From an optimization exercise on the open Yosys and OpenROAD flow, aimed at small area, a short achievable clock period and few clock cycles per item; shortcuts taken in it are not production practice.
No functional check of the RTL was part of any run shown here.

## flow/design.v (module list and top-level ports; edited modules follow where they fit)
// module plint_slope: 100 lines
// module piecewise_linear_interpolator: 223 lines
// module plint_mac: 1286 lines
module piecewise_linear_interpolator (
  input  wire logic                     clk_i,
  input  wire logic                     rst_ni,
  input  wire logic                     cfg_valid_i,
  output logic                          cfg_ready_o,
  input  wire logic [plint_pkg::AW-1:0] cfg_addr_i,
  input  wire logic [plint_pkg::DW-1:0] cfg_data_i,
  input  wire logic                     s_axis_tvalid,
  output logic                          s_axis_tready,
  input  wire logic [15:0]              s_axis_tdata,    
  output logic                          m_axis_tvalid,
  input  wire logic                     m_axis_tready,
  output logic [23:0]                   m_axis_tdata,    
  output logic [1:0]                    m_axis_tuser     
);
  // ...
==> flow/run.sh <==
#!/bin/bash
# synth_recipe.tcl (not shown) runs the flow's synth.tcl, then flattens the netlist and writes it again
# the make line also repeats each setting of config.mk as NAME=value (left out here)
make -C /OpenROAD-flow-scripts/flow DESIGN_CONFIG=/design/flow/config.mk WORK_HOME=/design/flow/orfs CLKGATE_MAP_FILE= SYNTH_SCRIPT=/design/flow/synth_recipe.tcl finish
==> flow/config.mk <==
export PLATFORM = sky130hd
export DESIGN_NAME = piecewise_linear_interpolator
export DESIGN_NICKNAME = piecewise_linear_interpolator
export VERILOG_FILES = /design/flow/design.v
export SDC_FILE = /design/flow/constraint.sdc
export NUM_CORES = 4
export LEC_CHECK = 0
export ABC_CLOCK_PERIOD_IN_PS = 3600
export CAP_MARGIN = 20
export CORE_MARGIN = 2
export CORE_UTILIZATION = 40
export SETUP_SLACK_MARGIN = 4.4
export SLEW_MARGIN = 20
==> flow/constraint.sdc <==
create_clock -name core_clock -period 8.0 [get_ports {clk_i}]
set_input_delay 1.6000 -clock core_clock [delete_from_list [all_inputs] [get_ports {clk_i}]]
set_output_delay 1.6000 -clock core_clock [all_outputs]
set_load 0.01 [all_outputs]
==> run notes, run 1 <==
fraction of area in multi-input gates 0.552; post-route cell area 64800 sq um; depth of the most critical reg-to-reg path 13; CLK BUF 96; Hold Slack 418 ps; drt drc 0; fillcell total 12851; largest net degree at the start of global routing 105; bufs w/o clock 374; Multi-input gate area 35800 sq um; Synth Instances 5740; commonest non-fill, non-tap cell in the layout inv_1; cell family with most CP delay adder cells; Initial Util 0.401; reg2reg end ra_q[36]; status finished clean; r2r setup slk 4190 ps; CTS root buf clkbuf_16; Crit. Startpoint bone_q[0]; final cell count without fillers 7802; CP endpoint kind flop; Post-synth top cells inv_1 (611), nand2_1 (499), edfxtp_1 (479); reg2reg start bone_q[0]; Core Rows 137; I/O pins 77; routed wl met3 12600 um; Post-Synth Simple-Gate Area 0.106; CTS tree done; Least-Margin Pin Slew 1050 ps; DRT Pass-1 Iters 6; Avg WL per Cell 22.0 um; minimum clock period 3810 ps; Clock Skew 41.6 ps; vias per inst 5.65
==> run 2, diff against run 1 <==
--- a/flow/config.mk
+++ b/flow/config.mk
@@ -8,6 +8,6 @@
 export ABC_CLOCK_PERIOD_IN_PS = 3600
 export CAP_MARGIN = 20
 export CORE_MARGIN = 2
-export CORE_UTILIZATION = 40
+export CORE_UTILIZATION = 60
 export SETUP_SLACK_MARGIN = 4.4
 export SLEW_MARGIN = 20
==> run notes, run 2 <==
Post-layout nets 6672 (was 6632); die height 309 um (was 377 um); f_max 0.256 GHz (was 0.262 GHz); dpl hpwl 121000 um (was 125000 um); yosys warns 2 (unchanged); Max FO, Critical Path 5 (unchanged); Synth Instances 5740 (unchanged); Core ar. 91900 sq um (was 139000 sq um); total CTS buffers 74 (was 75); reg2reg start btwo_q[2] (was bone_q[0]); CTS tree done (unchanged); M1 GR Usage 0.463 (was 0.328); syn_nets 6511 (unchanged); Area growth syn-to-layout 15.5% (was 16.1%); Post-Place Cells 6785 (was 7423); final worst path period share 0.488 (was 0.477); Post-synth top cells inv_1 (611), nand2_1 (499), edfxtp_1 (479) (unchanged); I/O pins 77 (unchanged); gpl congestion 0.945 (was 0.909); Synth Cell Area 55800 sq um (unchanged); status finished clean (unchanged); placed instance area 57400 sq um (was 58200 sq um); die area 95400 sq um (was 142000 sq um); final hold violation count 0 (unchanged); Yosys top cell by area edfxtp_1 (unchanged); number of diodes 0 (was 2); largest net degree at the start of global routing 145 (was 105); Worst-Skew Late Latency 660 ps (was 700 ps); DRT Pass-1 Iters 6 (unchanged); initial DRC count 4389 (was 4271); largest cells by area after synthesis edfxtp_1 (26%), fa_1 (12%), ha_1 (8.5%), xnor2_1 (7.5%), dfrtp_1 (5.5%) (unchanged); final cell count without fillers 7202 (was 7802); total negative setup slack 0 ps (unchanged); Die X-Extent 309 um (was 377 um); dpl ws 3370 ps (was 3410 ps); critical path data required time 8380 ps (was 8390 ps); Top FF cell, synth edfxtp_1 (unchanged); most instantiated library cell after synthesis inv_1 (unchanged); Critical Path Start Type flop (unchanged); CP endpoint kind flop (unchanged); worst hold start status_q[1] (unchanged); Seq cells post-synth 615 (unchanged); setup ws final 4100 ps (was 4190 ps); Worst slew margin 0.265 (was 0.293); vias in the first global route 43736 (was 43002); biggest registers after layout ra_q (56), rb_q (56) (unchanged); RSZ-0062 raised after global routing true (unchanged); Clock Sinks 615 (unchanged); Avg WL per Cell 24.2 um (was 22.0 um); Worst Path Arrival 4280 ps (was 4200 ps); post-route cell area 64400 sq um (was 64800 sq um); layout cells sized above 1 0.173 (was 0.157); met2 Use GR 0.588 (was 0.378); I/O Buffers 75 (unchanged); most frequent cells in the layout inv_1 (553), nand2_1 (498), edfxtp_1 (479), xnor2_1 (457), ha_1 (368) (was inv_1 (580), nand2_1 (497), edfxtp_1 (479), xnor2_1 (469), ha_1 (367)); Yosys cell types 105 (unchanged); vias per inst 6.27 (was 5.65); via count 45190 (was 44087); first-pass GRT wire length 260000 um (was 259000 um); Clock Pin Slew Worst Setup and Hold Paths 60 ps (was 70 ps); minimum clock period 3900 ps (was 3810 ps); GR Overflow Total 0 (unchanged); Synth top area share 0.258 (unchanged); CTS root buf clkbuf_16 (unchanged); htree depth 3 (unchanged); commonest non-fill, non-tap cell in the layout inv_1 (unchanged); Initial Util 0.607 (was 0.401); Clock Skew 32.7 ps (was 41.6 ps); initial antenna violation count 1 (was 4); clock buffer depth 3 (unchanged); Seq/Total Area, Yosys 0.319 (unchanged); Slew Viols, Final 0 (unchanged); Crit Path Class reg -> reg (unchanged); M3 GR Usage 0.0568 (was 0.0375); Routed WL 174000 um (was 171000 um); global-route usage over all layers 0.356 (was 0.234); Syn Area/Cell 9.72 sq um (unchanged); Routed Antenna Nets 0 (unchanged); FFs w/ async S/R, synth 0.221 (unchanged); Crit. Startpoint btwo_q[2] (was bone_q[0]); Post-synth EDFFs 479 (unchanged); worst min path class reg -> reg (unchanged); drt drc 0 (unchanged); Core Rows 111 (was 137); GR peak layer met2 (unchanged); hold buffer count at cts 0 (unchanged); Least-Margin Pin Slew 1090 ps (was 1050 ps); Final Setup Violations 0 (unchanged); Post-Route Utilization 0.701 (was 0.466); Hold Slack 432 ps (was 418 ps); max-cap check violation count 0 (unchanged)
-- run 2: per-layer routing --
| layer | share of wire | wire (um) |
|---|---|---|
| met4 | 0.057 | 9980 |
| met5 | 0.000075 | 13 |
| met3 | 0.075 | 13000 |
| met1 | 0.40 | 68800 |
| met2 | 0.47 | 82200 |
-- run 2: worst max-delay path: stages (launching register included) --
cell and delay [ps]:
edfxtp_1 430, buf_6 180, buf_16 150, a22oi_1 250, xnor2_1 210, fa_1 490, fa_1 510, inv_1 80
fa_1 370, inv_1 80, fa_1 400, inv_1 70, fa_1 400
-- run 2: kinds of logic after synthesis --
logic type | share of synthesized area
AOI/OAI and AO/OA | 0.160
xor gates and xnor gates | 0.0965
adders and majority gates | 0.209
buffers and inverters | 0.0650
DFF | 0.319
muxes | 0.0445
other | 0.0000672
and+or+nand+nor | 0.106
-- run 2: worst paths after layout --
| kind | to | slack [ps] | depth (start not counted) |
|---|---|---|---|
| setup / recovery | ra_q[22] | 4100 | 12 |
| hold / removal | stc_q[1] | 430 | 0 |
| setup reg to reg | ra_q[22] | 4100 | 12 |
| hold reg to reg | stc_q[1] | 430 | 0 |
| max in group asynchronous | x1_q[1] | 5580 | 2 |
| min in group asynchronous | x0_q[15] | 970 | 1 |
-- run 2: area by class of cell --
| class | instances | area, sq um |
|---|---|---|
| timing repair buffer | 412 | 4320 |
| tap | 1243 | 1560 |
| clock inverter | 39 | 328 |
| multi-input combinational | 4175 | 36000 |
| sequential | 615 | 17800 |
| clock buffer | 95 | 2010 |
| inverter | 623 | 2410 |
| fill | 7106 | 27500 |
-- run 2: what timing repair did --
item | 4_1_cts | 5_1_grt
pin swaps | 73 | 118
setup endpoints to repair | 236 | 202
gates resized for setup | 274 | 234
buffers inserted | 187 | 74
endpoints found under the hold margin | 0 | 0
cloned | 16 | 6

[separate check: timing with driven ports]
In the flow no input, the clock included, has a driving cell. The finished layouts below were timed again as built, in two steps.
Step 1: set_driving_cell puts a clkbuf_16 on clk_i and a buf_2 on each other input, an assumption about the parent block.
Step 2, shift: input delay + t, output delay - t, t = (earliest + latest rising clock arrival at the registers) / 2. This alone moves slack from input paths to output paths.
a / b / c = ideal ports / drivers / drivers and shift; a / b = the first two.
run | shift t [ns] | setup WS [ns] | hold WS [ns] | worst setup path after step 2 | worst slew at a driven data input, ns
run 1 | 0.749 | 4.186 / 4.186 / 3.820 | 0.418 / 0.418 / 0.418 | input to register | 0.17
run 2 | 0.713 | 4.096 / 4.096 / 3.773 | 0.432 / 0.432 / 0.432 | input to register | 0.04
After both steps setup and hold are still met in every run listed. The setup slack of run 1, which loses most, moves by 0.000 ns with the drivers and by -0.366 ns with both steps.
